Optimization exercise on an open flow, not production practice. RTL: at most simulated, not proved equivalent. Function not checked: runs 4 and 5. The clock port is an ideal driver here. Power: default activity.

==> design/flow/design.v <==
package blend_pkg;
	typedef logic [8-1:0] channel_t;
	typedef struct packed
	{
		channel_t r;
		channel_t g;
		channel_t b;
	} rgb_t;
	typedef logic [12-1:0] pixel_addr_t;
	typedef struct packed
	{
		pixel_addr_t addr;   
		rgb_t rgb;           
		channel_t alpha;     
		logic last;          
	} src_entry_t;
	typedef struct packed
	{
		pixel_addr_t addr;   
		rgb_t rgb;           
		logic last;          
	} res_entry_t;
endpackage
module alpha_blend_sum
(
	input logic [7:0] s,
	input logic [7:0] d,
	input logic [7:0] a,
	output logic [15:0] n0,
	output logic [15:0] n1
);
	logic [7:0] m0;
	logic [7:0] m1;
	logic [7:0] m2;
	logic [7:0] m3;
	logic [7:0] m4;
	logic [7:0] m5;
	logic [7:0] m6;
	logic [7:0] m7;
	logic u1;
	logic u2;
	logic u3;
	logic u4;
	logic u5;
	logic u6;
	logic u7;
	logic u8;
	logic u9;
	logic u10;
	logic u11;
	logic u12;
	logic u13;
	logic u14;
	logic u15;
	logic u16;
	logic u17;
	logic u18;
	logic u19;
	logic u20;
	logic u21;
	logic u22;
	logic u23;
	logic u24;
	logic u25;
	logic u26;
	logic u27;
	logic u28;
	logic u29;
	logic u30;
	logic u31;
	logic u32;
	logic u33;
	logic u34;
	logic u35;
	logic u36;
	logic u37;
	logic u38;
	logic u39;
	logic u40;
	logic u41;
	logic u42;
	logic u43;
	logic u44;
	logic u45;
	logic u46;
	logic u47;
	logic u48;
	logic u49;
	logic u50;
	logic u51;
	logic u52;
	logic u53;
	logic u54;
	logic u55;
	logic u56;
	logic u57;
	logic u58;
	logic u59;
	logic u60;
	logic u61;
	logic u62;
	logic u63;
	logic u64;
	logic u65;
	logic u66;
	logic u67;
	logic u68;
	logic u69;
	logic u70;
	logic u71;
	logic u72;
	logic u73;
	logic u74;
	logic u75;
	logic u76;
	logic u77;
	logic u78;
	logic u79;
	logic u80;
	logic u81;
	logic u82;
	logic u83;
	logic u84;
	assign m0 = a[0] ? s : d;
	assign m1 = a[1] ? s : d;
	assign m2 = a[2] ? s : d;
	assign m3 = a[3] ? s : d;
	assign m4 = a[4] ? s : d;
	assign m5 = a[5] ? s : d;
	assign m6 = a[6] ? s : d;
	assign m7 = a[7] ? s : d;
	assign u1 = m0[6] ^ m1[5];
	assign u2 = m0[6] & m1[5];
	assign u3 = m0[7] ^ m1[6] ^ m2[5];
	assign u4 = (m0[7] & m1[6]) | (m0[7] & m2[5]) | (m1[6] & m2[5]);
	assign u5 = m3[4] ^ m4[3];
	assign u6 = m3[4] & m4[3];
	assign u7 = m1[7] ^ m2[6] ^ m3[5];
	assign u8 = (m1[7] & m2[6]) | (m1[7] & m3[5]) | (m2[6] & m3[5]);
	assign u9 = m4[4] ^ m5[3];
	assign u10 = m4[4] & m5[3];
	assign u11 = m2[7] ^ m3[6] ^ m4[5];
	assign u12 = (m2[7] & m3[6]) | (m2[7] & m4[5]) | (m3[6] & m4[5]);
	assign u13 = m0[4] ^ m1[3];
	assign u14 = m0[4] & m1[3];
	assign u15 = m0[5] ^ m1[4] ^ m2[3];
	assign u16 = (m0[5] & m1[4]) | (m0[5] & m2[3]) | (m1[4] & m2[3]);
	assign u17 = m3[2] ^ m4[1];
	assign u18 = m3[2] & m4[1];
	assign u19 = u1 ^ m2[4] ^ m3[3];
	assign u20 = (u1 & m2[4]) | (u1 & m3[3]) | (m2[4] & m3[3]);
	assign u21 = m4[2] ^ m5[1] ^ m6[0];
	assign u22 = (m4[2] & m5[1]) | (m4[2] & m6[0]) | (m5[1] & m6[0]);
	assign u23 = u2 ^ u3 ^ u5;
	assign u24 = (u2 & u3) | (u2 & u5) | (u3 & u5);
	assign u25 = m5[2] ^ m6[1] ^ m7[0];
	assign u26 = (m5[2] & m6[1]) | (m5[2] & m7[0]) | (m6[1] & m7[0]);
	assign u27 = u4 ^ u6 ^ u7;
	assign u28 = (u4 & u6) | (u4 & u7) | (u6 & u7);
	assign u29 = u9 ^ m6[2] ^ m7[1];
	assign u30 = (u9 & m6[2]) | (u9 & m7[1]) | (m6[2] & m7[1]);
	assign u31 = u8 ^ u10 ^ u11;
	assign u32 = (u8 & u10) | (u8 & u11) | (u10 & u11);
	assign u33 = m5[4] ^ m6[3] ^ m7[2];
	assign u34 = (m5[4] & m6[3]) | (m5[4] & m7[2]) | (m6[3] & m7[2]);
	assign u35 = u12 ^ m3[7] ^ m4[6];
	assign u36 = (u12 & m3[7]) | (u12 & m4[6]) | (m3[7] & m4[6]);
	assign u37 = m5[5] ^ m6[4] ^ m7[3];
	assign u38 = (m5[5] & m6[4]) | (m5[5] & m7[3]) | (m6[4] & m7[3]);
	assign u39 = m4[7] ^ m5[6] ^ m6[5];
	assign u40 = (m4[7] & m5[6]) | (m4[7] & m6[5]) | (m5[6] & m6[5]);
	assign u41 = m0[3] ^ m1[2];
	assign u42 = m0[3] & m1[2];
	assign u43 = u13 ^ m2[2] ^ m3[1];
	assign u44 = (u13 & m2[2]) | (u13 & m3[1]) | (m2[2] & m3[1]);
	assign u45 = u14 ^ u15 ^ u17;
	assign u46 = (u14 & u15) | (u14 & u17) | (u15 & u17);
	assign u47 = u16 ^ u18 ^ u19;
	assign u48 = (u16 & u18) | (u16 & u19) | (u18 & u19);
	assign u49 = u20 ^ u22 ^ u23;
	assign u50 = (u20 & u22) | (u20 & u23) | (u22 & u23);
	assign u51 = u24 ^ u26 ^ u27;
	assign u52 = (u24 & u26) | (u24 & u27) | (u26 & u27);
	assign u53 = u28 ^ u30 ^ u31;
	assign u54 = (u28 & u30) | (u28 & u31) | (u30 & u31);
	assign u55 = u32 ^ u34 ^ u35;
	assign u56 = (u32 & u34) | (u32 & u35) | (u34 & u35);
	assign u57 = u36 ^ u38 ^ u39;
	assign u58 = (u36 & u38) | (u36 & u39) | (u38 & u39);
	assign u59 = u40 ^ m5[7] ^ m6[6];
	assign u60 = (u40 & m5[7]) | (u40 & m6[6]) | (m5[7] & m6[6]);
	assign u61 = m0[2] ^ m1[1];
	assign u62 = m0[2] & m1[1];
	assign u63 = u41 ^ m2[1] ^ m3[0];
	assign u64 = (u41 & m2[1]) | (u41 & m3[0]) | (m2[1] & m3[0]);
	assign u65 = u42 ^ u43 ^ m4[0];
	assign u66 = (u42 & u43) | (u42 & m4[0]) | (u43 & m4[0]);
	assign u67 = u44 ^ u45 ^ m5[0];
	assign u68 = (u44 & u45) | (u44 & m5[0]) | (u45 & m5[0]);
	assign u69 = u46 ^ u47 ^ u21;
	assign u70 = (u46 & u47) | (u46 & u21) | (u47 & u21);
	assign u71 = u48 ^ u49 ^ u25;
	assign u72 = (u48 & u49) | (u48 & u25) | (u49 & u25);
	assign u73 = u50 ^ u51 ^ u29;
	assign u74 = (u50 & u51) | (u50 & u29) | (u51 & u29);
	assign u75 = u52 ^ u53 ^ u33;
	assign u76 = (u52 & u53) | (u52 & u33) | (u53 & u33);
	assign u77 = u54 ^ u55 ^ u37;
	assign u78 = (u54 & u55) | (u54 & u37) | (u55 & u37);
	assign u79 = u56 ^ u57 ^ m7[4];
	assign u80 = (u56 & u57) | (u56 & m7[4]) | (u57 & m7[4]);
	assign u81 = u58 ^ u59 ^ m7[5];
	assign u82 = (u58 & u59) | (u58 & m7[5]) | (u59 & m7[5]);
	assign u83 = u60 ^ m6[7] ^ m7[6];
	assign u84 = (u60 & m6[7]) | (u60 & m7[6]) | (m6[7] & m7[6]);
	assign n0 = {1'b0, u84, u82, u80, u78, u76, u74, u72, u70, u68, u66, u64, u62, u61, m0[1], m0[0]};
	assign n1 = {1'b0, m7[7], u83, u81, u79, u77, u75, u73, u71, u69, u67, u65, u63, m2[0], m1[0], 1'b0};
endmodule
module alpha_blend_div
(
	input logic [15:0] n0,
	input logic [15:0] n1,
	output logic [7:0] q
);
	logic v1;
	logic v2;
	logic v3;
	logic v4;
	logic v5;
	logic v6;
	logic v7;
	logic v8;
	logic v9;
	logic v10;
	logic v11;
	logic v12;
	logic v13;
	logic v14;
	logic v15;
	logic v16;
	logic v17;
	logic v18;
	logic v19;
	logic v20;
	logic v21;
	logic v22;
	logic v23;
	logic v24;
	logic v25;
	logic v26;
	logic v27;
	logic v28;
	logic v29;
	logic v30;
	logic v31;
	logic v32;
	logic v33;
	logic v34;
	logic v35;
	logic v36;
	logic v37;
	logic v38;
	logic v39;
	logic v40;
	logic v41;
	logic v42;
	logic v43;
	logic v44;
	logic [23:0] x0;
	logic [23:0] x1;
	logic [23:0] t;
	assign v1 = n0[0] ^ n0[8];
	assign v2 = n0[0] & n0[8];
	assign v3 = n0[1] ^ n0[9] ^ n1[1];
	assign v4 = (n0[1] & n0[9]) | (n0[1] & n1[1]) | (n0[9] & n1[1]);
	assign v5 = n0[2] ^ n0[10] ^ n1[2];
	assign v6 = (n0[2] & n0[10]) | (n0[2] & n1[2]) | (n0[10] & n1[2]);
	assign v7 = n0[3] ^ n0[11] ^ n1[3];
	assign v8 = (n0[3] & n0[11]) | (n0[3] & n1[3]) | (n0[11] & n1[3]);
	assign v9 = n0[4] ^ n0[12] ^ n1[4];
	assign v10 = (n0[4] & n0[12]) | (n0[4] & n1[4]) | (n0[12] & n1[4]);
	assign v11 = n0[5] ^ n0[13] ^ n1[5];
	assign v12 = (n0[5] & n0[13]) | (n0[5] & n1[5]) | (n0[13] & n1[5]);
	assign v13 = n0[6] ^ n0[14] ^ n1[6];
	assign v14 = (n0[6] & n0[14]) | (n0[6] & n1[6]) | (n0[14] & n1[6]);
	assign v15 = v1 ^ n1[8];
	assign v16 = v1 & n1[8];
	assign v17 = v2 ^ v3 ^ n1[9];
	assign v18 = (v2 & v3) | (v2 & n1[9]) | (v3 & n1[9]);
	assign v19 = v4 ^ v5 ^ n1[10];
	assign v20 = (v4 & v5) | (v4 & n1[10]) | (v5 & n1[10]);
	assign v21 = v6 ^ v7 ^ n1[11];
	assign v22 = (v6 & v7) | (v6 & n1[11]) | (v7 & n1[11]);
	assign v23 = v8 ^ v9 ^ n1[12];
	assign v24 = (v8 & v9) | (v8 & n1[12]) | (v9 & n1[12]);
	assign v25 = v10 ^ v11 ^ n1[13];
	assign v26 = (v10 & v11) | (v10 & n1[13]) | (v11 & n1[13]);
	assign v27 = v12 ^ v13 ^ n1[14];
	assign v28 = (v12 & v13) | (v12 & n1[14]) | (v13 & n1[14]);
	assign v29 = v14 ^ n0[7] ^ n1[7];
	assign v30 = (v14 & n0[7]) | (v14 & n1[7]) | (n0[7] & n1[7]);
	assign v31 = n0[8] ^ n1[8];
	assign v32 = n0[8] & n1[8];
	assign v33 = n0[9] ^ n1[9];
	assign v34 = n0[9] & n1[9];
	assign v35 = n0[10] ^ n1[10];
	assign v36 = n0[10] & n1[10];
	assign v37 = n0[11] ^ n1[11];
	assign v38 = n0[11] & n1[11];
	assign v39 = n0[12] ^ n1[12];
	assign v40 = n0[12] & n1[12];
	assign v41 = n0[13] ^ n1[13];
	assign v42 = n0[13] & n1[13];
	assign v43 = n0[14] ^ n1[14];
	assign v44 = n0[14] & n1[14];
	assign x0 = {v44, v42, v40, v38, v36, v34, v32, v30, v28, v26, v24, v22, v20, v18, v16, v15, n0[7], n0[6], n0[5], n0[4], n0[3], n0[2], n0[1], n0[0]};
	assign x1 = {1'b0, v43, v41, v39, v37, v35, v33, v31, v29, v27, v25, v23, v21, v19, v17, 1'b1, n1[7], n1[6], n1[5], n1[4], n1[3], n1[2], n1[1], 1'b1};
	assign t = x0 + x1;
	assign q = t[23:16];
endmodule
module alpha_compositor
(
	input logic clk,
	input logic reset,
	input logic src_valid,
	output logic src_ready,
	input blend_pkg::pixel_addr_t src_addr,
	input blend_pkg::channel_t src_r,
	input blend_pkg::channel_t src_g,
	input blend_pkg::channel_t src_b,
	input blend_pkg::channel_t src_a,
	input logic src_last,
	output logic wb_cyc,
	output logic wb_stb,
	output logic wb_we,
	output blend_pkg::pixel_addr_t wb_adr,
	output blend_pkg::rgb_t wb_dat_w,
	input blend_pkg::rgb_t wb_dat_r,
	input logic wb_ack,
	output logic frame_done
);
	logic busy;
	logic wlast;        
	logic bv;
	logic [23:0] b_s;
	logic [7:0] b_a;
	logic [23:0] b_d;
	logic [11:0] b_addr;
	logic b_last;
	logic [2:0] k1;     
	logic s1v;
	logic [15:0] s1n0;
	logic [15:0] s1n1;
	logic rdy;          
	logic hz;           
	logic rd_ack;
	logic wr_ack;
	logic free;
	logic wb_free;
	logic pv;
	logic b_done;
	logic issue_r;
	logic issue_w;
	logic load_b;
	logic s1_take;
	logic s1_load;
	logic [7:0] ch_s;
	logic [7:0] ch_d;
	logic [15:0] ch_n0;
	logic [15:0] ch_n1;
	logic [7:0] ch_q;
	assign wb_cyc = busy;
	assign wb_stb = busy;
	assign src_ready = rdy;
	assign rd_ack = busy && !wb_we && wb_ack;
	assign wr_ack = busy && wb_we && wb_ack;
	assign free = !busy || wr_ack;
	assign wb_free = !(busy && wb_we) || wb_ack;
	assign pv = src_valid && !rdy;
	assign b_done = bv && (k1 == 3'd0);
	assign issue_r = free && pv;
	assign issue_w = (rd_ack && bv) || (free && !pv && b_done);
	assign load_b = rd_ack && !hz;
	assign s1_take = s1v && wb_free;
	assign s1_load = (k1 != 3'd0) && (!s1v || s1_take);
	assign ch_s = b_s[23:16];
	assign ch_d = b_d[23:16];
	alpha_blend_sum sum_u (.s(ch_s), .d(ch_d), .a(b_a), .n0(ch_n0), .n1(ch_n1));
	alpha_blend_div div_u (.n0(s1n0), .n1(s1n1), .q(ch_q));
	always_ff @(posedge clk)
	begin
		if (!reset)
		begin
			busy <= 1'b0;
			bv <= 1'b0;
			k1 <= 3'd0;
			s1v <= 1'b0;
			rdy <= 1'b0;
			hz <= 1'b0;
			frame_done <= 1'b0;
		end
		else
		begin
			frame_done <= wr_ack && wlast;
			rdy <= load_b;
			hz <= bv && (src_addr == b_addr);
			if (issue_r || issue_w)
				busy <= 1'b1;
			else if (wb_ack)
				busy <= 1'b0;
			if (load_b)
				bv <= 1'b1;
			else if (issue_w)
				bv <= 1'b0;
			if (load_b)
				k1 <= 3'b001;
			else if (s1_load)
				k1 <= {k1[1:0], 1'b0};
			if (s1_load)
				s1v <= 1'b1;
			else if (s1_take)
				s1v <= 1'b0;
		end
	end
	always_ff @(posedge clk)
	begin
		if (issue_r)
		begin
			wb_we <= 1'b0;
			wb_adr <= src_addr;
		end
		else if (issue_w)
		begin
			wb_we <= 1'b1;
			wb_adr <= b_addr;
			wlast <= b_last;
		end
		if (rd_ack)
			b_d <= wb_dat_r;
		else if (s1_load)
			b_d[23:8] <= b_d[15:0];
		if (load_b)
		begin
			b_s <= {src_r, src_g, src_b};
			b_a <= src_a;
			b_addr <= src_addr;
			b_last <= src_last;
		end
		else if (s1_load)
			b_s[23:8] <= b_s[15:0];
		if (s1_load)
		begin
			s1n0 <= ch_n0;
			s1n1 <= ch_n1;
		end
		if (s1_take && k1[1])
			wb_dat_w[23:16] <= ch_q;
		if (s1_take && k1[2])
			wb_dat_w[15:8] <= ch_q;
		if (s1_take && k1 == 3'd0)
			wb_dat_w[7:0] <= ch_q;
	end
endmodule
==> design/flow/flow/run.sh <==
#!/bin/bash
# Standard layout, with the port buffers the standard flow's flow inserts made from
# the smallest plain buffer; repair still resizes any that timing needs.
set -euo pipefail
export BUFFER_PORTS_ARGS="-buffer_cell sky130_fd_sc_hd__buf_1"
bash standard.sh > standard_flow.log 2>&1
==> design/flow/standard.sh <==
#!/bin/bash
# synth_recipe.tcl (not shown) runs the flow's synth.tcl, then flattens the netlist and writes it again
# the make line also repeats each setting of config.mk as NAME=value (left out here)
make -C /OpenROAD-flow-scripts/flow DESIGN_CONFIG=/design/flow/config.mk WORK_HOME=/design/flow/orfs CLKGATE_MAP_FILE= SYNTH_SCRIPT=/design/flow/synth_recipe.tcl "${@:-finish}"
==> design/flow/config.mk <==
export PLATFORM = sky130hd
export DESIGN_NAME = alpha_compositor
export DESIGN_NICKNAME = alpha_compositor
export VERILOG_FILES = /design/flow/design.v
export SDC_FILE = /design/flow/constraint.sdc
export NUM_CORES = 4
export LEC_CHECK = 0
export CAP_MARGIN = 20
export CORE_MARGIN = 2
export CORE_UTILIZATION = 40
export CTS_BUF_LIST = sky130_fd_sc_hd__clkbuf_8 sky130_fd_sc_hd__clkbuf_16
export CTS_CLUSTER_DIAMETER = 200
export CTS_CLUSTER_SIZE = 40
export SETUP_SLACK_MARGIN = 5
export SLEW_MARGIN = 20
export TNS_END_PERCENT = 0
==> design/flow/constraint.sdc <==
create_clock -name core_clock -period 8.0 [get_ports {clk}]
set_input_delay 1.6000 -clock core_clock [delete_from_list [all_inputs] [get_ports {clk}]]
set_output_delay 1.6000 -clock core_clock [all_outputs]
set_load 0.01 [all_outputs]
==> results of run 1 <==
-- sequential cells by signal, summed over array words and instances (netlist names), 8 cells and up --
signal	cells
b_s	24
b_addr	12
wb_dat_w	24
b_a	8
div_u.n1	14
b_d	24
s1n0	15
wb_adr	12
-- through the flow --
step	power [mW]	instances	utilization (%)	hold slack, ps
after floorplan	1.42	571	-	400
after global placement	1.58	935	44.5	410
after detailed placement	1.60	935	44.5	413
after CTS	2.40	968	47.6	434
after global routing	2.58	992	49.3	449
final	2.44	992	49.3	432
-- final cells by class --
| cell class | count | area (um2) | share of cell area [%] |
|---|---|---|---|
| clock inverters | 15 | 158 | 1.64 |
| multi-input cells | 354 | 3570 | 37.2 |
| inverters | 56 | 211 | 2.20 |
| repair buffers | 140 | 647 | 6.74 |
| well taps | 265 | 332 | 3.45 |
| clock buffers | 17 | 425 | 4.43 |
| flip-flops and latches | 145 | 4250 | 44.3 |
-- cell usage in the layout, fill, tap and decap left out, types with 13 or more instances in the layout --
cell	netlist	final
a21oi_1	18	17
buf_1	1	113
buf_4	1	26
clkbuf_16	0	17
edfxtp_1	135	135
fa_1	48	48
ha_1	37	34
inv_1	55	55
mux2_2	61	61
mux2i_1	27	27
nand2_1	59	58
nor2_1	17	16
xnor2_1	16	13
-- layer usage --
layer | track usage, % | up-vias | wire length, um
met5 | 0 | - | 0
met4 | 4.55 | 0 | 125
met3 | 3.65 | 14 | 629
met2 | 25.4 | 119 | 7870
met1 | 20.0 | 2335 | 7170
li1 | - | 2319 | -
-- power groups by stage --
stage               registers, mW  logic, mW  clock network (mW)
detailed placement           1.01      0.586                   0
finish                      0.991      0.659               0.790
global route                0.998      0.754               0.832
CTS                         0.996      0.594               0.807
floorplan                   0.994      0.425                   0
global placement             1.01      0.568                   0
-- final timing paths --
kind / cells after the start / startpoint / end / slack, ps
setup reg to reg: 9 / s1n0[14] / wb_dat_w[23] / 4890
setup / recovery: 9 / s1n0[14] / wb_dat_w[23] / 4890
hold / removal: 0 / b_last / wlast / 430
hold reg to reg: 0 / b_last / wlast / 430
-- what timing repair did --
item	4_1_cts	5_1_grt
hold endpoints to repair	0	0
pin swaps	1	12
gates resized for setup	1	24
endpoints found under the setup margin	124	118
buffers inserted	1	23
-- kinds of logic after synthesis --
| logic type | share of synthesized area, % |
|---|---|
| xor gates and xnor gates | 1.98 |
| adders and majority gates | 17.9 |
| buffers and inverters | 3.51 |
| muxes | 12.6 |
| DFF | 53.5 |
| AOI/OAI and AO/OA | 4.03 |
| and+or+nand+nor | 6.42 |
==> summary.txt, run 1 <==
Outcome
  – Status: timing/DRC/antenna clean

Yosys
  – Seq cells post-synth: approximately 150
  – Most frequent cell after synthesis: edfxtp_1
  – Ys async rst share: 0%
  – Most frequent cells after synthesis: 135 x edfxtp_1, 61 x mux2_2, 59 x nand2_1, 55 x inv_1, 48 x fa_1
  – Cell variety after synth: 46
  – Ys Warns: 1
  – EDFF count, synth: 135
  – Register area share after synthesis: 53.5%
  – Top area cells in the synthesized netlist: edfxtp_1 51%, fa_1 12%, mux2_2 8.6%
  – Syn Inst Count: 571
  – Leading area contributor after synthesis: edfxtp_1
  – Cell Area, Synth: 7950 um2
  – Post-synth top area share: 51.0%
  – Syn nets: between 700 and 800
  – Main synth FF type: edfxtp_1
  – Syn Area/Cell: 13.9 um2

Routing
  – Final ANT Viol Nets: 0
  – Vias/cell: 4.83
  – Residual DRC: 0
  – Initial DRC count: roughly 230
  – Routed WL per cell: roughly 16 um
  – Final wirelength: 15.8 mm
  – TritonRoute pass-1 iters: 6
  – Total number of vias: 4787

Timing
  – Final critical-path share of the clock period: 38.9%
  – Min cycle time layout: 3110 ps
  – Fin Setup TNS: 0 ps
  – Final setup vio count: 0
  – F_max: 0.321 GHz
  – RSZ-0062 raised after global routing: yes
  – Slew @ Worst Pin: around 840 ps
  – Clock Skews: 10.5 ps
  – Slew Viols, Final: 0
  – Setup ws final: 4890 ps
  – Slew margin rel.: between 40% and 50%
  – Fin. Hold Viols: 0

Critical path
  – Kind of critical path: flop to flop
  – Biggest cell delay along the critical path: 480 ps
  – Crit-path slowest cell: fa_1
  – Worst-path cell chain: fa_1 -> fa_1 -> ha_1 -> nand4_1 -> nor2_1 -> and3_4 -> nor4_4 -> or3_1 -> nand3_2
  – Crit path capture type: flop
  – Crit path DAT: 3280 ps
  – CP required: 8160 ps
  – Critical path launch point type: flop
  – Buffer and inverter count on the worst path: 0
  – Largest delay contributor family on the critical path: adder cells
  – Worst path most repeated cell: fa_1
  – CP Max Fanout: 6

Clock network
  – Clk pin slew, worst setup/hold paths: roughly 60 ps
  – Root Buffer: clkbuf_16
  – CTS hold repair buffers: 0
  – H-tree lvl count: 4
  – Clock buffer depth: 2
  – Clock sink total: between 100 and 150
  – Clock buffer count from CTS: 17
  – Worst skew pair latency: around 430 ps
  – CTS tree: yes

Layout
  – Share of cells above drive strength 1: around a fifth
  – Fill count: 1708
  – Post-route cell area: a little under 10000 um2
  – NumNets Final: 872
  – Diode count: 0
  – Layout area overhead: 20.8%

Floorplanning
  – Site Rows: between 50 and 60
  – Die Height: between 100 and 150 um
  – Die Wd: 145 um
  – Num ports: 114
  – Die area: approximately 21000 um2
  – Core area: 19500 um2
  – Initial core utilization: 40.8%

Global routing
  – Gr ovfl total: 0
  – Global-route wire length before repair: 25.3 mm
  – Tot GR Track Use: 15.3%
  – Largest net degree at the start of global routing: 33
  – Number of global-route vias before repair: 4982
  – Antenna violations before repair: 0

Power
  – PwrDens: 254 nW/um2
  – Combinational power share: 27.0%
  – Power Internal: 1.70 mW
  – Seq pwr share: 40.6%
  – Switch Pwr: between 0.7 and 0.8 mW
  – Leak: ~3.6 nW
  – Sw Share: approximately 30%
  – Clock power frac: 32.4%
  – Maximum vdd drop: 0.000155 V

Placement
  – Pre-CTS setup slack: ~3900 ps
  – Final HPWL DP: ~12 mm
  – Dpl cell area: 8670 um2
  – PortBufs: 113
  – Gpl congestion: 0.785

Min path
  – Hold Crit Class: flop to flop

Job
  – Max-cap check violation count: 0
Testbench counts, summed over its fixed seeds: cycles 34,519, pixels 5,905.
==> run 2: changes to the inputs <==
--- a/design/flow/config.mk
+++ b/design/flow/config.mk
@@ -9,8 +9,6 @@
 export CORE_MARGIN = 2
 export CORE_UTILIZATION = 40
-export CTS_BUF_LIST = sky130_fd_sc_hd__clkbuf_8 sky130_fd_sc_hd__clkbuf_16
-export CTS_CLUSTER_DIAMETER = 200
-export CTS_CLUSTER_SIZE = 40
-export SETUP_SLACK_MARGIN = 5
+export CTS_BUF_LIST = sky130_fd_sc_hd__clkbuf_4 sky130_fd_sc_hd__clkbuf_8
+export SETUP_SLACK_MARGIN = 4.75
 export SLEW_MARGIN = 20
 export TNS_END_PERCENT = 0
==> summary.txt, run 2 <==
Outcome
  – Status: timing/DRC/antenna clean

Timing
  – Min cycle time layout: 3290 ps
  – Fin Setup TNS: 0 ps
  – Slew @ Worst Pin: between 700 and 800 ps
  – Slew margin rel.: a little under half
  – Final critical-path share of the clock period: between 40% and 50%
  – Fin. Hold Viols: 0
  – RSZ-0062 raised after global routing: yes
  – Final setup vio count: 0
  – F_max: 0.304 GHz
  – Clock Skews: 15.4 ps
  – Setup ws final: 4710 ps
  – Slew Viols, Final: 0

Layout
  – Layout area overhead: 14.8%
  – Top flop regs: b_d: 24 flops, b_s: 24 flops, wb_dat_w: 24 flops
  – Share of cells above drive strength 1: 15.3%
  – Diode count: 0
  – Commonest non-fill, non-tap cell in the layout: edfxtp_1
  – Post-route cell area: ~9100 um2
  – Most frequent cells in the layout: 135 x edfxtp_1, 113 x buf_1, 61 x mux2_2, 58 x nand2_1, 54 x inv_1
  – NumNets Final: 848

Routing
  – Initial DRC count: 166
  – Routed WL per cell: between 15 and 20 um
  – Final wirelength: roughly 15 mm
  – Residual DRC: 0
  – TritonRoute pass-1 iters: 4
  – Total number of vias: 4702
  – Final ANT Viol Nets: 0
  – Vias/cell: 4.87

Clock network
  – Clock buffer count from CTS: 17
  – Clock buffer depth: 2
  – Worst skew pair latency: 450 ps
  – H-tree lvl count: 4
  – Root Buffer: clkbuf_8
  – CTS tree: yes
  – Clock sink total: about 150
  – Clk pin slew, worst setup/hold paths: 90 ps
  – Setup Fix Bufs, Post-CTS: 0
  – CTS hold repair buffers: 0

Global routing
  – Number of global-route vias before repair: 4959
  – Global-route wire length before repair: 25.0 mm
  – Largest net degree at the start of global routing: 46
  – Tot GR Track Use: 14.9%
  – Antenna violations before repair: 0
  – Gr ovfl total: 0

Yosys
  – Post-synth top area share: 51.0%
  – Top area cells in the synthesized netlist: edfxtp_1 51%, fa_1 12%, mux2_2 8.6%
  – Syn nets: 729
  – Ys Warns: 1
  – Most frequent cells after synthesis: 135 x edfxtp_1, 61 x mux2_2, 59 x nand2_1, 55 x inv_1, 48 x fa_1
  – Syn Area/Cell: 13.9 um2
  – Syn Inst Count: 571
  – Leading area contributor after synthesis: edfxtp_1
  – Cell variety after synth: 46
  – Ys async rst share: 0%
  – Most frequent cell after synthesis: edfxtp_1
  – Register area share after synthesis: between 50% and 60%
  – Cell Area, Synth: 7950 um2
  – EDFF count, synth: 135
  – Seq cells post-synth: 145
  – Main synth FF type: edfxtp_1

Power
  – PwrDens: 244 nW/um2
  – Leak: between 3 and 4 nW
  – Power Total: 2.22 mW
  – Maximum vdd drop: 0.000128 V

Floorplanning
  – Die area: 21000 um2
  – Initial core utilization: approximately 41%
  – Die Height: between 100 and 150 um
  – Site Rows: 51
  – Core area: 19500 um2
  – Die Wd: 145 um
  – Num ports: 114

Critical path
  – Crit path DAT: roughly 3500 ps
  – Critical path launch point type: flop
  – R2R Setup Slk: 4710 ps
  – CP required: between 8000 and 9000 ps
  – RR Endpoint: wb_dat_w[10]
  – Crit. Startpoint: div_u.n1[6]
  – RR Startpoint: div_u.n1[6]
  – Crit path capture type: flop
  – Worst Reg-to-Reg Cells: 8
  – CP endpoint: wb_dat_w[10]
  – Kind of critical path: flop to flop
  – CP Max Fanout: 4

Placement
  – Gpl congestion: between 0.7 and 0.8
  – Final HPWL DP: 11.5 mm
  – Dpl cell area: 8670 um2
  – Pre-CTS setup slack: 4170 ps
  – PortBufs: 113

Job
  – Max-cap check violation count: 0

Min path
  – Hold path cells: 0
  – Hold Crit Class: flop to flop
==> run 2: cell families after synthesis <==
group           after synthesis  synth area share, %
buf+inv                      72                 3.51
mux                          92                 12.6
xor+xnor                     18                 1.98
fa+ha+maj                    85                 17.9
simple gates                112                 6.42
flops                       145                 53.5
compound gates               47                 4.03
==> run 2: worst max-delay path: stages, from the launching register on <==
cell and delay [ps]:
edfxtp_1 470, fa_1 610, fa_1 430, ha_1 340, nand2_1 60, o21ai_0 450
a21oi_1 210, o311a_1 320, o311ai_0 150
==> run 2: where the power goes <==
group / internal, mW / leakage (nW) / switching [mW]
clock network: 0.348 / 0.216 / 0.284
registers: 0.948 / 1.32 / 0.0444
logic: 0.255 / 1.86 / 0.344
total: 1.55 / 3.40 / 0.673
==> run 2: through the flow <==
step	cells	hold WS, ps	utilization, %
floorplan	571	400	-
global placement	936	409	44.6
detailed placement	936	414	44.6
CTS	966	435	46.8
global route	966	450	46.9
finish	966	433	46.9
==> run 2: timing repair <==
item | in CTS | in global routing
gates cloned | 0 | 0
setup endpoints to repair | 47 | 59
pin swaps | 0 | 0
gates resized for setup | 2 | 2
==> run 2: cell type report <==
class / instances / area, um2
Timing Repair Buffer: 116 / 447
Tap cell: 265 / 332
Fill cell: 1754 / 10300
Clock buffer: 19 / 249
Clock inverter: 11 / 179
Inverter: 56 / 214
Multi-Input combinational cell: 354 / 3450
Sequential cell: 145 / 4250
==> run 2: how the worst min path moves through the flow <==
stage	start	slack, ps	endpoint
global route	b_last	450	wlast
floorplan	b_last	400	wlast
CTS	b_last	430	wlast
detailed placement	b_last	410	wlast
finish	b_last	430	wlast
global placement	b_last	410	wlast
==> run 2: metal layers <==
layer	global-route usage, %	vias to the layer above	wire, um
met3	4.25	21	806
met2	25.2	125	7640
met5	0	-	0
li1	-	2263	-
met1	18.6	2293	6590
met4	4.70	0	226
==> run 3: changes to the inputs <==
--- a/design/flow/config.mk
+++ b/design/flow/config.mk
@@ -10,5 +10,5 @@
 export CORE_UTILIZATION = 40
 export CTS_BUF_LIST = sky130_fd_sc_hd__clkbuf_4 sky130_fd_sc_hd__clkbuf_8
-export SETUP_SLACK_MARGIN = 4.75
+export SETUP_SLACK_MARGIN = 4.85
 export SLEW_MARGIN = 20
 export TNS_END_PERCENT = 0
==> summary.txt, run 3 <==
Yosys
  – Largest family of logic cells by synthesized area: adder cells
  – Seq cells post-synth: 145
  – Synth Area in Simple Gates: between 6 and 7%
  – Syn Inst Count: 571
  – Post-synthesis compound-gate area fraction: under 10%
  – Cell variety after synth: 46
  – Main synth FF type: edfxtp_1
  – Syn Area/Cell: 13.9 um2
  – Leading area contributor after synthesis: edfxtp_1
  – Syn nets: around 730
  – Mux contribution to synthesized area: 12.6%
  – Most frequent cell after synthesis: edfxtp_1
  – Ys async rst share: 0%
  – Post-synthesis adder-cell area fraction: 17.9%
  – Top area cells in the synthesized netlist: edfxtp_1 51%, fa_1 12%, mux2_2 8.6%
  – Register area share after synthesis: 53.5%
  – Cell Area, Synth: 7950 um2
  – Post-synth top area share: roughly half
  – Xor/xnor share of the synthesized area: 1.98%
  – Ys Warns: 1
  – Most frequent cells after synthesis: 135 x edfxtp_1, 61 x mux2_2, 59 x nand2_1, 55 x inv_1, 48 x fa_1
  – EDFF count, synth: 135

Outcome
  – Status: timing/DRC/antenna clean

Placement
  – Dpl cells: 936
  – PortBufs: 113
  – Gpl congestion: between 0.7 and 0.8
  – Final HPWL DP: between 10 and 15 mm
  – Dpl cell area: 8670 um2

Timing
  – Fin. Hold Viols: 0
  – Final critical-path share of the clock period: 41.1%
  – Slew @ Worst Pin: 796 ps
  – Slew margin rel.: ~47%
  – Clock Skews: 15.4 ps
  – Min cycle time layout: 3290 ps
  – Fin Setup TNS: 0 ps
  – F_max: 0.304 GHz
  – Final setup vio count: 0
  – RSZ-0062 raised after global routing: yes
  – Hold Worst Slack: 433 ps
  – Slew Viols, Final: 0

Clock network
  – Clk pin slew, worst setup/hold paths: ~90 ps
  – H-tree lvl count: 4
  – Clock buffer count from CTS: 17
  – CTS hold repair buffers: 0
  – CTS tree: yes
  – Clock sink total: around 150
  – Setup Fix Bufs, Post-CTS: 0
  – Worst skew pair latency: 450 ps
  – Clock buffer depth: 2
  – Root Buffer: clkbuf_8

Floorplanning
  – Die area: 21000 um2
  – Num ports: 114
  – Die Wd: 145 um
  – Core area: 19500 um2
  – Site Rows: 51
  – Die Height: 145 um
  – Initial core utilization: slightly above 40%

Critical path
  – Crit path DAT: 3460 ps
  – Crit-path slowest cell: fa_1
  – RR Startpoint: div_u.n1[6]
  – Critical path launch point type: flop
  – Worst Reg-to-Reg Cells: 8
  – Crit path capture type: flop
  – Crit. Startpoint: div_u.n1[6]
  – CP required: 8170 ps
  – Kind of critical path: flop to flop
  – Biggest cell delay along the critical path: 610 ps
  – Largest delay contributor family on the critical path: adder cells
  – Worst path most repeated cell: fa_1
  – Worst-path cell chain: fa_1 -> fa_1 -> ha_1 -> nand2_1 -> o21ai_0 -> a21oi_1 -> o311a_1 -> o311ai_0
  – CP Max Fanout: 4
  – Buffer and inverter count on the worst path: 0
  – Crit. path cell count: 8

Layout
  – Post-route cell area: 9130 um2
  – Layout area overhead: 14.8%
  – Diode count: 0
  – Commonest non-fill, non-tap cell in the layout: edfxtp_1
  – Top flop regs: b_d: 24 flops, b_s: 24 flops, wb_dat_w: 24 flops
  – Most frequent cells in the layout: 135 x edfxtp_1, 113 x buf_1, 61 x mux2_2, 58 x nand2_1, 54 x inv_1
  – Share of cells above drive strength 1: between 10% and 20%
  – Layout Cells excl Fill: a little under 1k
  – Fill count: 1754
  – NumNets Final: 848

Routing
  – Met2 WL: about 7.6 mm
  – Vias/cell: 4.87
  – Met1 Wirelength: 6.59 mm
  – Residual DRC: 0
  – Final ANT Viol Nets: 0
  – Initial DRC count: 166
  – Routed WL per cell: 15.8 um
  – Total number of vias: approximately 4.7k
  – Met3 Wirelength: ~800 um
  – TritonRoute pass-1 iters: 4
  – Max Used Layer: met4
  – Final wirelength: 15.3 mm

Min path
  – Hold Crit Class: flop to flop
  – Hold path cells: 0
  – HP Start: b_last

Global routing
  – Antenna violations before repair: 0
  – Tot GR Track Use: 14.9%
  – Number of global-route vias before repair: 4959
  – Gr ovfl total: 0
  – Largest net degree at the start of global routing: 46
  – Global-route wire length before repair: roughly 25 mm

Power
  – PwrDens: 244 nW/um2
  – Maximum vdd drop: 0.000128 V
  – Power Total: 2.22 mW
  – Leak: roughly 3.4 nW

Job
  – Max-cap check violation count: 0
==> run 3: cell counts after synthesis <==
No cell type changed its count.
==> run 3: kinds of logic after synthesis <==
family,count (synthesis)
buf+inv,72
compound gates,47
mux,92
simple gates,112
fa+ha+maj,85
flops,145
xor+xnor,18
==> run 3: area by class of cell <==
class | instances | area [um2] | share of cell area [%]
clock buffer | 19 | 249 | 2.73
clock inverter | 11 | 179 | 1.96
inverter | 56 | 214 | 2.34
multi-input combinational | 354 | 3450 | 37.8
sequential | 145 | 4250 | 46.6
tap | 265 | 332 | 3.63
timing repair buffer | 116 | 447 | 4.89
==> run 3: worst reg2reg max path, cell delays in order, from the launching register on <==
cell and delay, ps:
edfxtp_1 470, fa_1 610, fa_1 430, ha_1 340, nand2_1 60, o21ai_0 450
a21oi_1 210, o311a_1 320, o311ai_0 150
==> run 3: worst paths after layout <==
check | to | slack [ps]
max | wb_dat_w[10] | 4710
min | wlast | 430
max reg2reg | wb_dat_w[10] | 4710
min reg2reg | wlast | 430
==> run 3: what timing repair did <==
action / CTS / global route
endpoints found under the setup margin: 65 / 78
resized for setup: 2 / 2
pin swaps: 0 / 0
endpoints found under the hold margin: 0 / 0
==> run 3: routing by layer <==
metal,vias up,global-route usage [%]
met3,21,4.25
met5,-,0
met4,0,4.70
met2,125,25.2
li1,2263,-
met1,2293,18.6
==> run 3: metrics by stage <==
stage | worst slack (ps) | util, %
2_1_floorplan | 4940 | -
3_3_place_gp | 4260 | 44.6
3_5_place_dp | 4170 | 44.6
4_1_cts | 4680 | 46.8
5_1_grt | 4520 | 46.9
6_report | 4710 | 46.9
==> run 3: where the power goes <==
part	internal, mW	switching (mW)
Sequential	0.948	0.0444
Clock	0.348	0.284
Combinational	0.255	0.344
Total	1.55	0.673
==> run 4: changes to the inputs <==
--- a/design/flow/design.v
+++ b/design/flow/design.v
@@ -359,4 +359,6 @@
 	logic wb_free;
 	logic pv;
+	logic pr;
+	logic po;
 	logic b_done;
 	logic issue_r;
@@ -378,8 +380,10 @@
 	assign wb_free = !(busy && wb_we) || wb_ack;
 	assign pv = src_valid && !rdy;
+	assign pr = pv && (src_a != 8'hff);
+	assign po = pv && (src_a == 8'hff);
 	assign b_done = bv && (k1 == 3'd0);
-	assign issue_r = free && pv;
-	assign issue_w = (rd_ack && bv) || (free && !pv && b_done);
-	assign load_b = rd_ack && !hz;
+	assign issue_r = free && pr;
+	assign issue_w = (rd_ack && bv) || (free && !pr && b_done);
+	assign load_b = (rd_ack && !hz) || (free && po && (!bv || issue_w));
 	assign s1_take = s1v && wb_free;
 	assign s1_load = (k1 != 3'd0) && (!s1v || s1_take);
@@ -440,13 +444,16 @@
 		else if (s1_load)
 			b_d[23:8] <= b_d[15:0];
-		if (load_b)
+		if (k1 == 3'd0)
 		begin
 			b_s <= {src_r, src_g, src_b};
 			b_a <= src_a;
-			b_addr <= src_addr;
-			b_last <= src_last;
 		end
 		else if (s1_load)
 			b_s[23:8] <= b_s[15:0];
+		if (load_b)
+		begin
+			b_addr <= src_addr;
+			b_last <= src_last;
+		end
 		if (s1_load)
 		begin
--- a/design/flow/config.mk
+++ b/design/flow/config.mk
@@ -10,5 +10,5 @@
 export CORE_UTILIZATION = 40
 export CTS_BUF_LIST = sky130_fd_sc_hd__clkbuf_4 sky130_fd_sc_hd__clkbuf_8
-export SETUP_SLACK_MARGIN = 4.85
+export SETUP_SLACK_MARGIN = 5
 export SLEW_MARGIN = 20
 export TNS_END_PERCENT = 0
==> summary.txt, run 4 <==
Timing
  – Fin Setup TNS: 0 ps
  – Slew margin rel.: approximately 47%
  – Min cycle time layout: 3140 ps
  – Slew Viols, Final: 0
  – Final critical-path share of the clock period: between 30% and 40%
  – Setup ws final: 4860 ps
  – Final setup vio count: 0
  – RSZ-0062 raised after global routing: yes
  – Fin. Hold Viols: 0
  – Slew @ Worst Pin: 796 ps
  – Clock Skews: 13.3 ps
  – F_max: approximately 0.32 GHz

Yosys
  – Seq cells post-synth: 145
  – Post-synth top area share: about half
  – Cell Area, Synth: 8240 um2
  – Register area share after synthesis: 51.6%
  – Largest family of logic cells by synthesized area: adder cells
  – Cell variety after synth: approximately 60
  – Post-synthesis adder-cell area fraction: 17.3%
  – Synth Area in Simple Gates: 10.3%
  – Ys Warns: 1
  – Top area cells in the synthesized netlist: edfxtp_1 49%, fa_1 12%, mux2_2 6.8%
  – Main synth FF type: edfxtp_1
  – Post-synthesis compound-gate area fraction: 5.43%
  – Mux contribution to synthesized area: 10.2%
  – Most frequent cells after synthesis: 135 x edfxtp_1, 112 x nand2_1, 58 x inv_1, 50 x mux2_2, 48 x fa_1
  – Ys async rst share: 0%
  – Syn Inst Count: around 640
  – Syn Area/Cell: 12.8 um2
  – Xor/xnor share of the synthesized area: roughly 1.4%
  – EDFF count, synth: about 140
  – Leading area contributor after synthesis: edfxtp_1
  – Most frequent cell after synthesis: edfxtp_1
  – Syn nets: 800

Global routing
  – Tot GR Track Use: between 10% and 20%
  – Number of global-route vias before repair: 5533
  – Gr ovfl total: 0
  – Antenna violations before repair: 0
  – Global-route wire length before repair: 27.3 mm
  – Largest net degree at the start of global routing: 35

Clock network
  – H-tree lvl count: 4
  – CTS hold repair buffers: 0
  – CTS tree: yes
  – Clock buffer count from CTS: 17
  – Root Buffer: clkbuf_8
  – Clock buffer depth: 2
  – Worst skew pair latency: 460 ps
  – Clk pin slew, worst setup/hold paths: approximately 90 ps
  – Clock sink total: roughly 150

Routing
  – TritonRoute pass-1 iters: 6
  – Final ANT Viol Nets: 0
  – Routed WL per cell: ~16 um
  – Vias/cell: 4.90
  – Final wirelength: 16.6 mm
  – Residual DRC: 0
  – Total number of vias: 5188
  – Initial DRC count: 246

Floorplanning
  – Die area: 21800 um2
  – Core area: 20200 um2
  – Die Wd: 148 um
  – Num ports: 114
  – Die Height: 148 um
  – Initial core utilization: 40.7%
  – Site Rows: 52

Critical path
  – Crit path DAT: 3310 ps
  – Kind of critical path: flop to flop
  – CP Max Fanout: 6
  – CP required: ~8200 ps
  – Critical path launch point type: flop
  – Worst Reg-to-Reg Cells: 10
  – Crit path capture type: flop

Power
  – PwrDens: 262 nW/um2
  – Maximum vdd drop: 0.000118 V
  – Leak: about 3.8 nW

Layout
  – Most frequent cells in the layout: 135 x edfxtp_1, 113 x buf_1, 111 x nand2_1, 57 x inv_1, 50 x mux2_2
  – Diode count: 0
  – Share of cells above drive strength 1: between 15 and 20%
  – Top flop regs: b_d: 24 flops, b_s: 24 flops, wb_dat_w: 24 flops
  – NumNets Final: 934
  – Layout area overhead: 16.5%
  – Commonest non-fill, non-tap cell in the layout: edfxtp_1

Placement
  – Pre-CTS setup slack: 3820 ps
  – Final HPWL DP: 12.7 mm
  – Gpl congestion: between 0.8 and 0.9
  – PortBufs: 113

Min path
  – Hold Crit Class: flop to flop
  – Hold path cells: 0

Job
  – Max-cap check violation count: 0

Outcome
  – Status: timing/DRC/antenna clean
-- run 4: cell count changes in the layout (fill, tap and decap cells not counted), sizes merged, moves of 5 or more --
| cell | previous run | this run |
|---|---|---|
| and3 | 1 | 8 |
| buf | 116 | 134 |
| inv | 58 | 63 |
| mux2 | 65 | 50 |
| o211ai | 1 | 6 |
| a211oi | 1 | 6 |
| nand2 | 59 | 113 |
| clkinv | 3 | 8 |
| a21oi | 20 | 14 |
-- run 4: through the flow --
step                      hold slack, ps  total power, mW  util (%)  area (um2)  std cells
after CTS                            439             2.54      47.4        9590       1057
after floorplan                      400             1.63         -        8250        642
final                                435             2.52      47.5        9600       1058
after detailed placement             418             1.85      44.2        8950       1010
after global placement               418             1.82      44.2        8950       1010
after global routing                 440             2.69      47.5        9600       1058
-- run 4: where the power goes --
part | total, mW | leakage (nW) | internal [mW] | switching (mW)
registers | 1.02 | 1.37 | 0.970 | 0.0513
logic | 0.884 | 2.18 | 0.391 | 0.493
clock network | 0.614 | 0.210 | 0.312 | 0.301
-- run 4: layout make-up --
type / count / area, um2
Fill cell: 1805 / 10600
Sequential cell: 145 / 4250
Multi-Input combinational cell: 418 / 3770
Timing Repair Buffer: 134 / 598
Tap cell: 270 / 338
Clock buffer: 17 / 234
Inverter: 60 / 230
Clock inverter: 14 / 178
-- run 4: worst paths after layout --
kind / startpoint / to / slack [ps]
max: div_u.n1[6] / wb_dat_w[20] / 4860
min: b_last / wlast / 440
max reg2reg: div_u.n1[6] / wb_dat_w[20] / 4860
min reg2reg: b_last / wlast / 440
-- run 4: cells by family (layout without fill, tap and decap cells) --
group                      Yosys count  after routing
DFF                                145            145
adders and majority gates           85             85
muxes                               78             78
and+or+nand+nor                    184            184
AOI/OAI and AO/OA                   58             58
xor gates and xnor gates            13             13
buffers and inverters               79            225
-- run 4: per-layer routing --
metal / part of all wire (%) / up-vias / global-route usage [%]
met5: 0 / - / 0
met4: 2.3 / 0 / 5.91
met3: 4.1 / 26 / 3.33
met2: 50 / 126 / 27.1
met1: 44 / 2507 / 20.0
li1: - / 2529 / -
-- run 4: timing repair --
item,4_1_cts,5_1_grt
pin swaps,12,1
endpoints found under the hold margin,0,0
setup buffers,16,1
setup endpoints to repair,65,85
gates resized for setup,15,0
-- run 4: worst max-delay path, stage by stage, from the launching register on --
cell       delay [ps]
edfxtp_1          470
fa_1              510
fa_1              530
ha_4              300
nand2_1            90
a2111oi_4         380
a211oi_4           70
buf_6             150
buf_4             130
nand4_1            70
o2111ai_2         140
==> run 5: changes to the inputs <==
--- a/design/flow/design.v
+++ b/design/flow/design.v
@@ -446,6 +446,6 @@
 		if (k1 == 3'd0)
 		begin
-			b_s <= {src_r, src_g, src_b};
-			b_a <= src_a;
+			if (load_b)
+				b_s <= {src_r, src_g, src_b};
 		end
 		else if (s1_load)
@@ -453,4 +453,5 @@
 		if (load_b)
 		begin
+			b_a <= src_a;
 			b_addr <= src_addr;
 			b_last <= src_last;
==> summary.txt, run 5 <==
Layout
  – Layout area overhead: 16.6%
  – Multi-input gate area: between 3000 and 4000 um2
  – Most frequent cells in the layout: 135 x edfxtp_1, 113 x buf_1, 106 x nand2_1, 55 x inv_1, 49 x mux2_2
  – NumNets Final: around 900
  – Seq. cell area: 4250 um2
  – Commonest non-fill, non-tap cell in the layout: edfxtp_1
  – Core Util, Final: 47.2%
  – Fill count: 1848
  – Diode count: 0
  – Top flop regs: b_d: 24 flops, b_s: 24 flops, wb_dat_w: 24 flops
  – Share of cells above drive strength 1: 15.9%

Floorplanning
  – Die Height: 146 um
  – Core area: between 20000 and 25000 um2
  – Initial core utilization: 40.4%
  – Site Rows: 52
  – Die Wd: 146 um
  – Num ports: between 100 and 150
  – Die area: 21400 um2

Clock network
  – Clock buffer depth: 2
  – Worst skew pair latency: 450 ps
  – Clock sink total: 145
  – CTS hold repair buffers: 0
  – H-tree lvl count: 4
  – Root Buffer: clkbuf_8
  – Clk pin slew, worst setup/hold paths: 80 ps
  – CTS tree: yes
  – Clock buffer count from CTS: 17

Placement
  – PortBufs: 113
  – Pre-CTS setup slack: 3890 ps
  – Final HPWL DP: 12.4 mm
  – Gpl congestion: 0.855

Power
  – Leak: 3.58 nW
  – PwrDens: 246 nW/um2
  – Maximum vdd drop: 0.000198 V

Critical path
  – CP Max Fanout: 5
  – Crit path capture type: flop
  – Kind of critical path: flop to flop
  – CP required: 8180 ps
  – Critical path launch point type: flop
  – Crit path DAT: 3550 ps

Global routing
  – Tot GR Track Use: 16.0%
  – Antenna violations before repair: 0
  – Number of global-route vias before repair: 5389
  – Largest net degree at the start of global routing: 30
  – Global-route wire length before repair: 26.9 mm
  – Gr ovfl total: 0

Timing
  – Final critical-path share of the clock period: 42.2%
  – Setup ws final: 4630 ps
  – Slew @ Worst Pin: between 900 and 1000 ps
  – Final setup vio count: 0
  – Clock Skews: approximately 13 ps
  – Min cycle time layout: 3370 ps
  – F_max: 0.296 GHz
  – Fin. Hold Viols: 0
  – RSZ-0062 raised after global routing: yes
  – Fin Setup TNS: 0 ps
  – Slew Viols, Final: 0
  – Slew margin rel.: 33.7%

Yosys
  – Largest family of logic cells by synthesized area: adder cells
  – Cell variety after synth: 56
  – Register area share after synthesis: 52.5%
  – Seq cells post-synth: 145
  – Syn nets: 779
  – Post-synth top area share: 50.0%
  – Synth Area in Simple Gates: 8.75%
  – Syn Area/Cell: roughly 13 um2
  – Most frequent cells after synthesis: 135 x edfxtp_1, 106 x nand2_1, 58 x inv_1, 49 x mux2_2, 48 x fa_1
  – Post-synthesis adder-cell area fraction: between 15 and 20%
  – Post-synthesis compound-gate area fraction: 5.23%
  – Xor/xnor share of the synthesized area: approximately 1.8%
  – Ys Warns: 1
  – Mux contribution to synthesized area: 10.4%
  – Most frequent cell after synthesis: edfxtp_1
  – Cell Area, Synth: roughly 8100 um2
  – Syn Inst Count: 621
  – EDFF count, synth: 135
  – Ys async rst share: 0%
  – Top area cells in the synthesized netlist: edfxtp_1 50%, fa_1 12%, mux2_2 6.8%
  – Leading area contributor after synthesis: edfxtp_1
  – Main synth FF type: edfxtp_1

Routing
  – TritonRoute pass-1 iters: 5
  – Final wirelength: 16.3 mm
  – Final ANT Viol Nets: 0
  – Residual DRC: 0
  – Initial DRC count: between 150 and 200
  – Total number of vias: 5035
  – Routed WL per cell: 15.8 um
  – Vias/cell: 4.91

Outcome
  – Status: timing/DRC/antenna clean

Job
  – Max-cap check violation count: 0

Min path
  – Hold Crit Class: flop to flop
## run 5: worst paths after layout
check             startpoint      endpoint  slack [ps]  depth (start not counted)
setup / recovery     s1n0[3]  wb_dat_w[15]        4630                          9
hold / removal        b_last         wlast         440                          0
setup reg to reg     s1n0[3]  wb_dat_w[15]        4630                          9
hold reg to reg       b_last         wlast         440                          0
## run 5: area by class of cell
| cell class | count | share of cell area [%] |
|---|---|---|
| sequential | 145 | 45.0 |
| timing repair buffer | 120 | 5.16 |
| multi-input combinational | 400 | 39.7 |
| inverter | 59 | 2.38 |
| tap | 270 | 3.57 |
| clock buffer | 17 | 2.48 |
| clock inverter | 15 | 1.67 |
## run 5: critical path: stages, from the launching register on
cell      delay, ps
edfxtp_1        430
fa_1            580
fa_1            470
ha_4            310
nand4_1         110
or4_4           590
nor2_2          110
a2111o_2        220
o21a_4          190
o311ai_4        100
## run 5: what timing repair did
| action | in CTS | in global routing |
|---|---|---|
| pin swaps | 1 | 11 |
| endpoints found under the setup margin | 162 | 158 |
| endpoints found under the hold margin | 0 | 0 |
| gates resized for setup | 4 | 13 |
| buffers inserted | 3 | 2 |
| cloned | 1 | 0 |
## run 5: kinds of logic (layout without fill, tap and decap cells)
family                     Yosys count  in the layout
and+or+nand+nor                    162            163
DFF                                145            145
adders and majority gates           85             85
muxes                               78             78
buffers and inverters               77            211
AOI/OAI and AO/OA                   57             57
xor gates and xnor gates            17             17
## run 5: metal layers
metal / routed length [um] / global-route usage (%) / vias up
li1: - / - / 2424
met1: 7090 / 19.9 / 2444
met2: 8130 / 27.5 / 142
met3: 771 / 4.06 / 25
met4: 258 / 4.71 / 0
met5: 0 / 0 / -
## run 5: power by group
part / switching [mW] / internal (mW) / leakage (nW)
Combinational: 0.417 / 0.345 / 2.07
Clock: 0.288 / 0.279 / 0.192
Sequential: 0.0454 / 0.950 / 1.32
## run 5: metrics by stage
stage	instance area (um2)	hold WS, ps	std cells	power, mW
detailed placement	8900	415	987	1.72
CTS	9360	436	1023	2.31
global route	9450	438	1026	2.48
floorplan	8210	400	621	1.52
finish	9450	436	1026	2.33
global placement	8900	413	987	1.71
==> run 6: changes to the inputs <==
--- a/design/flow/design.v
+++ b/design/flow/design.v
@@ -359,6 +359,4 @@
 	logic wb_free;
 	logic pv;
-	logic pr;
-	logic po;
 	logic b_done;
 	logic issue_r;
@@ -380,10 +378,8 @@
 	assign wb_free = !(busy && wb_we) || wb_ack;
 	assign pv = src_valid && !rdy;
-	assign pr = pv && (src_a != 8'hff);
-	assign po = pv && (src_a == 8'hff);
 	assign b_done = bv && (k1 == 3'd0);
-	assign issue_r = free && pr;
-	assign issue_w = (rd_ack && bv) || (free && !pr && b_done);
-	assign load_b = (rd_ack && !hz) || (free && po && (!bv || issue_w));
+	assign issue_r = free && pv;
+	assign issue_w = (rd_ack && bv) || (free && !pv && b_done);
+	assign load_b = rd_ack && !hz;
 	assign s1_take = s1v && wb_free;
 	assign s1_load = (k1 != 3'd0) && (!s1v || s1_take);
@@ -444,17 +440,13 @@
 		else if (s1_load)
 			b_d[23:8] <= b_d[15:0];
-		if (k1 == 3'd0)
-		begin
-			if (load_b)
-				b_s <= {src_r, src_g, src_b};
-		end
-		else if (s1_load)
-			b_s[23:8] <= b_s[15:0];
 		if (load_b)
 		begin
+			b_s <= {src_r, src_g, src_b};
 			b_a <= src_a;
 			b_addr <= src_addr;
 			b_last <= src_last;
 		end
+		else if (s1_load)
+			b_s[23:8] <= b_s[15:0];
 		if (s1_load)
 		begin
==> design/flow/flow/run.sh (replaced) <==
#!/bin/bash
# Standard layout, with two changes to how it is made:
#  - the port buffers the standard flow's flow inserts are made from the smallest plain
#    buffer; repair still resizes any that timing needs;
#  - the full and half adder cells are kept out, so abc maps the adder
#    trees from plain gates.
set -euo pipefail
export BUFFER_PORTS_ARGS="-buffer_cell sky130_fd_sc_hd__buf_1"
export DONT_USE_CELLS="sky130_fd_sc_hd__fa_1 sky130_fd_sc_hd__fa_2 sky130_fd_sc_hd__fa_4 sky130_fd_sc_hd__ha_1 sky130_fd_sc_hd__ha_2 sky130_fd_sc_hd__ha_4"
bash standard.sh > standard_flow.log 2>&1
==> summary.txt, run 6 <==
Outcome
  – Status: timing/DRC/antenna clean

Critical path
  – RR Startpoint: s1n0[14]
  – CP required: 8200 ps
  – Worst path most repeated cell: fa_1
  – Worst Reg-to-Reg Cells: 9
  – Buffer and inverter count on the worst path: 0
  – Worst-path cell chain: fa_1 -> fa_1 -> ha_1 -> nand4_1 -> nor2_1 -> and3_4 -> nor4_4 -> o21ai_2 -> xnor2_2
  – Crit-path slowest cell: fa_1
  – Biggest cell delay along the critical path: 520 ps
  – RR Endpoint: wb_dat_w[14]
  – Crit path capture type: flop
  – Crit path DAT: 3310 ps
  – R2R Setup Slk: 4890 ps
  – Kind of critical path: flop to flop
  – CP Max Fanout: 4
  – Critical path launch point type: flop
  – Largest delay contributor family on the critical path: adder cells

Floorplanning
  – Num ports: approximately 110
  – Site Rows: 51
  – Die Height: 145 um
  – Core area: around 20000 um2
  – Die area: 21000 um2
  – Initial core utilization: between 40 and 50%
  – Die Wd: 145 um

Routing
  – Routed WL per cell: 15.8 um
  – Residual DRC: 0
  – Initial DRC count: 269
  – Final wirelength: 15.7 mm
  – Final ANT Viol Nets: 0
  – Total number of vias: 4783
  – TritonRoute pass-1 iters: 5
  – Vias/cell: 4.83

Clock network
  – Clock sink total: 145
  – CTS tree: yes
  – Root Buffer: clkbuf_8
  – CTS hold repair buffers: 0
  – Clock buffer depth: 2
  – Worst skew pair latency: approximately 450 ps
  – Clk pin slew, worst setup/hold paths: 90 ps
  – Clock buffer count from CTS: 17
  – H-tree lvl count: 4

Layout
  – Diode count: 0
  – Multi-input gate area: 3590 um2
  – Layout Cells excl Fill: 990
  – NumNets Final: between 800 and 900
  – Top flop regs: b_d: 24 flops, b_s: 24 flops, wb_dat_w: 24 flops
  – Layout area overhead: 18.3%
  – Most frequent cells in the layout: 135 x edfxtp_1, 113 x buf_1, 61 x mux2_2, 58 x nand2_1, 52 x inv_1
  – Fill count: roughly 1.7k
  – Commonest non-fill, non-tap cell in the layout: edfxtp_1
  – Seq. cell area: 4250 um2
  – Share of cells above drive strength 1: 20.8%

Power
  – Power Total: 2.24 mW
  – Leak: 3.51 nW
  – PwrDens: 238 nW/um2
  – Maximum vdd drop: 0.000144 V

Global routing
  – Number of global-route vias before repair: 4938
  – Tot GR Track Use: 15.2%
  – Global-route wire length before repair: between 20 and 30 mm
  – Gr ovfl total: 0
  – Antenna violations before repair: 0
  – Largest net degree at the start of global routing: 33

Yosys
  – Top area cells in the synthesized netlist: edfxtp_1 51%, fa_1 12%, mux2_2 8.6%
  – EDFF count, synth: 135
  – Register area share after synthesis: 53.5%
  – Cell variety after synth: 46
  – Post-synth top area share: between 50% and 60%
  – Syn nets: 729
  – Ys Warns: 1
  – Most frequent cells after synthesis: 135 x edfxtp_1, 61 x mux2_2, 59 x nand2_1, 55 x inv_1, 48 x fa_1
  – Cell Area, Synth: roughly 7900 um2
  – Leading area contributor after synthesis: edfxtp_1
  – Main synth FF type: edfxtp_1
  – Syn Inst Count: 571
  – Syn Area/Cell: 13.9 um2
  – Most frequent cell after synthesis: edfxtp_1
  – Seq cells post-synth: 145
  – Ys async rst share: 0%

Timing
  – Setup ws final: 4890 ps
  – Fin Setup TNS: 0 ps
  – Hold Worst Slack: between 400 and 500 ps
  – Clock Skews: 15.1 ps
  – Slew Viols, Final: 0
  – Fin. Hold Viols: 0
  – Final critical-path share of the clock period: 38.9%
  – Final setup vio count: 0
  – F_max: 0.321 GHz
  – Slew @ Worst Pin: approximately 870 ps
  – RSZ-0062 raised after global routing: yes
  – Slew margin rel.: 41.5%
  – Min cycle time layout: between 3000 and 4000 ps

Min path
  – Hold Crit Class: flop to flop
  – Worst Hold End: wlast
  – HP Start: b_last
  – Hold path cells: 0

Placement
  – Pre-CTS setup slack: 3950 ps
  – PortBufs: between 100 and 150
  – Gpl congestion: 0.785
  – Final HPWL DP: 11.5 mm
  – Dpl cells: 935

Job
  – Max-cap check violation count: 0
==> run 6: cell count changes after synthesis, sizes merged, moves of 5 or more <==
cell    previous run  this run
clkbuf            15        10
a21oi             15        20
mux2              49        65
nand2            107        59
==> run 6: per-layer routing <==
layer	part of all wire, %	wire [um]	vias up	global-route usage (%)
li1	-	-	2312	-
met5	0	0	-	0
met4	0.73	114	0	4.26
met3	5.0	787	9	3.84
met2	50	7800	140	25.3
met1	44	6970	2322	19.9
==> run 6: area by class of cell <==
cell class | instances | area share (%)
Sequential cell | 145 | 45.2
Multi-Input combinational cell | 354 | 38.2
Timing Repair Buffer | 138 | 6.51
Tap cell | 265 | 3.53
Clock buffer | 19 | 2.65
Inverter | 56 | 2.29
Clock inverter | 13 | 1.60
==> run 6: how the worst max path moves through the flow <==
stage	from	to	slack, ps	cells past startpoint
global route	s1n0[9]	wb_dat_w[1]	4770	11
detailed placement	wb_ack	b_s[17]	3950	5
floorplan	b_a[3]	div_u.n1[9]	4970	9
CTS	div_u.n1[1]	wb_dat_w[17]	4740	11
finish	s1n0[14]	wb_dat_w[14]	4890	9
global placement	wb_ack	b_s[19]	4050	5
==> run 6: cell families (layout without fill, tap and decap cells) <==
kind of cell | after synthesis | after routing | share of synthesized area (%)
buffers and inverters | 72 | 226 | 3.51
AND/OR/NAND/NOR | 112 | 112 | 6.42
flip-flops | 145 | 145 | 53.5
adder cells (fa/ha/maj) | 85 | 85 | 17.9
XOR/XNOR | 18 | 18 | 1.98
AO/OA/AOI/OAI | 47 | 47 | 4.03
multiplexers | 92 | 92 | 12.6
==> run 6: timing repair <==
item | CTS | global route
setup endpoints to repair | 108 | 140
gates resized for setup | 3 | 25
pin swaps | 1 | 12
buffers inserted | 1 | 22
==> run 6: through the flow <==
stage | area, um2 | utilization (%)
floorplan | 7950 | -
detailed placement | 8670 | 44.5
CTS | 9080 | 46.7
global route | 9400 | 48.3
finish | 9400 | 48.3
global placement | 8670 | 44.5
==> run 6: worst reg2reg max path, stage by stage, from the launching register on <==
cell and delay (ps):
edfxtp_1 440, fa_1 520, fa_1 430, ha_1 360, nand4_1 160, nor2_1 90, and3_4 200, nor4_4 390
o21ai_2 110, xnor2_2 160
==> run 6: where the power goes <==
part           total [mW]  internal, mW  switching (mW)
sequential          0.990         0.948          0.0425
clock               0.590         0.289           0.301
combinational       0.659         0.291           0.368
total                2.24          1.53           0.711
Testbench counts of run 6, summed over its fixed seeds: cycles 34,519, pixels 5,905.
==> run 7: changes to the inputs <==
==> design/flow/flow/run.sh (replaced) <==
#!/bin/bash
# Standard layout, with two changes to how it is made:
#  - the port buffers the standard flow's flow inserts are made from the smallest plain
#    buffer; repair still resizes any that timing needs;
#  - after CTS, one more setup repair pass on the worst path
#    (flow/post_cts.tcl).
set -euo pipefail
export BUFFER_PORTS_ARGS="-buffer_cell sky130_fd_sc_hd__buf_1"
export POST_CTS_TCL="$PWD/flow/post_cts.tcl"
bash standard.sh > standard_flow.log 2>&1
==> design/flow/flow/post_cts.tcl (new file) <==
puts "post_cts: worst setup slack before [worst_slack -max]"
repair_timing -setup -setup_margin 6.5 -repair_tns 0 -verbose
detailed_placement
check_placement -verbose
puts "post_cts: worst setup slack after [worst_slack -max]"
==> summary.txt, run 7 <==
Outcome
  – Status: timing/DRC/antenna clean

Clock network
  – CTS tree: yes
  – Worst skew pair latency: 460 ps
  – Clk pin slew, worst setup/hold paths: 90 ps
  – Clock sink total: 145

Floorplanning
  – Initial core utilization: 40.8%
  – Site Rows: between 50 and 60
  – Num ports: between 100 and 150
  – Core area: 19500 um2
  – Die Wd: 145 um
  – Die area: 21000 um2
  – Die Height: 145 um

Job
  – Max-cap check violation count: 0

Critical path
  – Kind of critical path: flop to flop
  – Critical path launch point type: flop
  – Worst path most repeated cell: fa_1
  – Crit path DAT: 3250 ps
  – Worst-path cell chain: mux2i_1 -> fa_1 -> fa_1 -> fa_1 -> inv_1 -> fa_1
  – Crit-path slowest cell: fa_1
  – CP required: 8190 ps
  – Biggest cell delay along the critical path: 550 ps
  – CP Max Fanout: 5
  – Crit path capture type: flop

Layout
  – Post-route cell area: roughly 9400 um2
  – Diode count: 0
  – NumNets Final: approximately 880
  – Commonest non-fill, non-tap cell in the layout: edfxtp_1
  – Most frequent cells in the layout: 135 x edfxtp_1, 113 x buf_1, 61 x mux2_2, 57 x nand2_1, 53 x inv_1
  – Top flop regs: b_d: 24 flops, b_s: 24 flops, wb_dat_w: 24 flops
  – Layout area overhead: 18.5%
  – Share of cells above drive strength 1: between 20% and 30%
  – Fill count: around 1.7k

Global routing
  – Global-route wire length before repair: 26.0 mm
  – Antenna violations before repair: 0
  – Number of global-route vias before repair: between 5k and 6k
  – Tot GR Track Use: 15.7%
  – Gr ovfl total: 0
  – Largest net degree at the start of global routing: 33

Power
  – Power Total: 2.23 mW
  – Leak: around 3.5 nW
  – PwrDens: 237 nW/um2
  – Maximum vdd drop: 0.000144 V

Routing
  – Final wirelength: around 16 mm
  – Total number of vias: between 4k and 5k
  – Vias/cell: 4.86
  – Residual DRC: 0
  – TritonRoute pass-1 iters: 4
  – Routed WL per cell: 16.1 um
  – Initial DRC count: 329
  – Final ANT Viol Nets: 0

Timing
  – Slew margin rel.: 42.0%
  – Slew Viols, Final: 0
  – Final critical-path share of the clock period: about two fifths
  – Final setup vio count: 0
  – Clock Skews: 14.8 ps
  – Slew @ Worst Pin: just under 900 ps
  – F_max: 0.326 GHz
  – Hold Worst Slack: ~440 ps
  – Min cycle time layout: 3070 ps
  – RSZ-0062 raised after global routing: yes
  – Fin. Hold Viols: 0
  – Fin Setup TNS: 0 ps

Yosys
  – Cell Area, Synth: 7950 um2
  – Register area share after synthesis: 53.5%
  – Top area cells in the synthesized netlist: edfxtp_1 51%, fa_1 12%, mux2_2 8.6%
  – Syn Area/Cell: 13.9 um2
  – Most frequent cells after synthesis: 135 x edfxtp_1, 61 x mux2_2, 59 x nand2_1, 55 x inv_1, 48 x fa_1
  – Cell variety after synth: 46
  – Post-synth top area share: 51.0%
  – Main synth FF type: edfxtp_1
  – Seq cells post-synth: 145
  – Leading area contributor after synthesis: edfxtp_1
  – Most frequent cell after synthesis: edfxtp_1
  – Ys Warns: 1
  – Syn Inst Count: 571
  – Ys async rst share: 0%
  – Syn nets: 729
  – EDFF count, synth: ~140

Min path
  – Hold Crit Class: flop to flop

Placement
  – Gpl congestion: 0.785
  – Final HPWL DP: 11.5 mm
  – PortBufs: 113
  – Dpl cell area: 8670 um2
run 7: cell counts after synthesis:
No cell type changed its count.
run 7: final cells by class:
| class | instances | area, um2 | area share, % |
|---|---|---|---|
| clock inverter | 13 | 150 | 1.59 |
| sequential | 145 | 4250 | 45.2 |
| multi-input combinational | 354 | 3570 | 37.9 |
| tap | 265 | 332 | 3.52 |
| inverter | 56 | 215 | 2.28 |
| timing repair buffer | 142 | 642 | 6.81 |
| clock buffer | 19 | 249 | 2.64 |
| timing repair inverter | 1 | 7.51 | 0.0797 |
run 7: report_power, final:
group / leakage [nW] / switching, mW / internal [mW]
sequential: 1.32 / 0.0411 / 0.948
clock: 0.192 / 0.303 / 0.289
combinational: 2.00 / 0.365 / 0.284
run 7: final timing paths:
path           start          end  slack (ps)  cells after the start
max          b_s[22]  div_u.n1[8]        4930                      6
min           b_last        wlast         440                      0
max reg2reg  b_s[22]  div_u.n1[8]        4930                      6
min reg2reg   b_last        wlast         440                      0
run 7: cell families (layout without fill, tap and decap cells):
logic type               Yosys count  after routing  share of synthesized area, %
buffers and inverters             72            231                          3.51
multiplexers                      92             92                          12.6
AND/OR/NAND/NOR                  112            112                          6.42
XOR/XNOR                          18             18                          1.98
flip-flops                       145            145                          53.5
adder cells (fa/ha/maj)           85             85                          17.9
AO/OA/AOI/OAI                     47             47                          4.03
run 7: worst max-delay path, delay by kind of cell, from the launching register on:
kind	cells	cell delay (ps)
multiplexers	1	280
buffers and inverters	1	50
flip-flops	1	520
adder cells (fa/ha/maj)	4	1950
run 7: through the flow:
step	std cells	worst slack (ps)	utilization (%)
after floorplan	571	4970	-
after global placement	935	4050	44.5
after detailed placement	935	3950	44.5
after global routing	995	4810	48.4
final	995	4930	48.4
run 7: metal layers:
layer  routed length (um)  part of all wire [%]  up-vias  GRT usage (%)
met5                    0                     0        -              0
li1                     -                     -     2317              -
met4                  206                   1.3        0           4.65
met1                 7030                    44     2365           20.1
met2                 8030                    50      132           26.3
met3                  705                   4.4       17           3.93
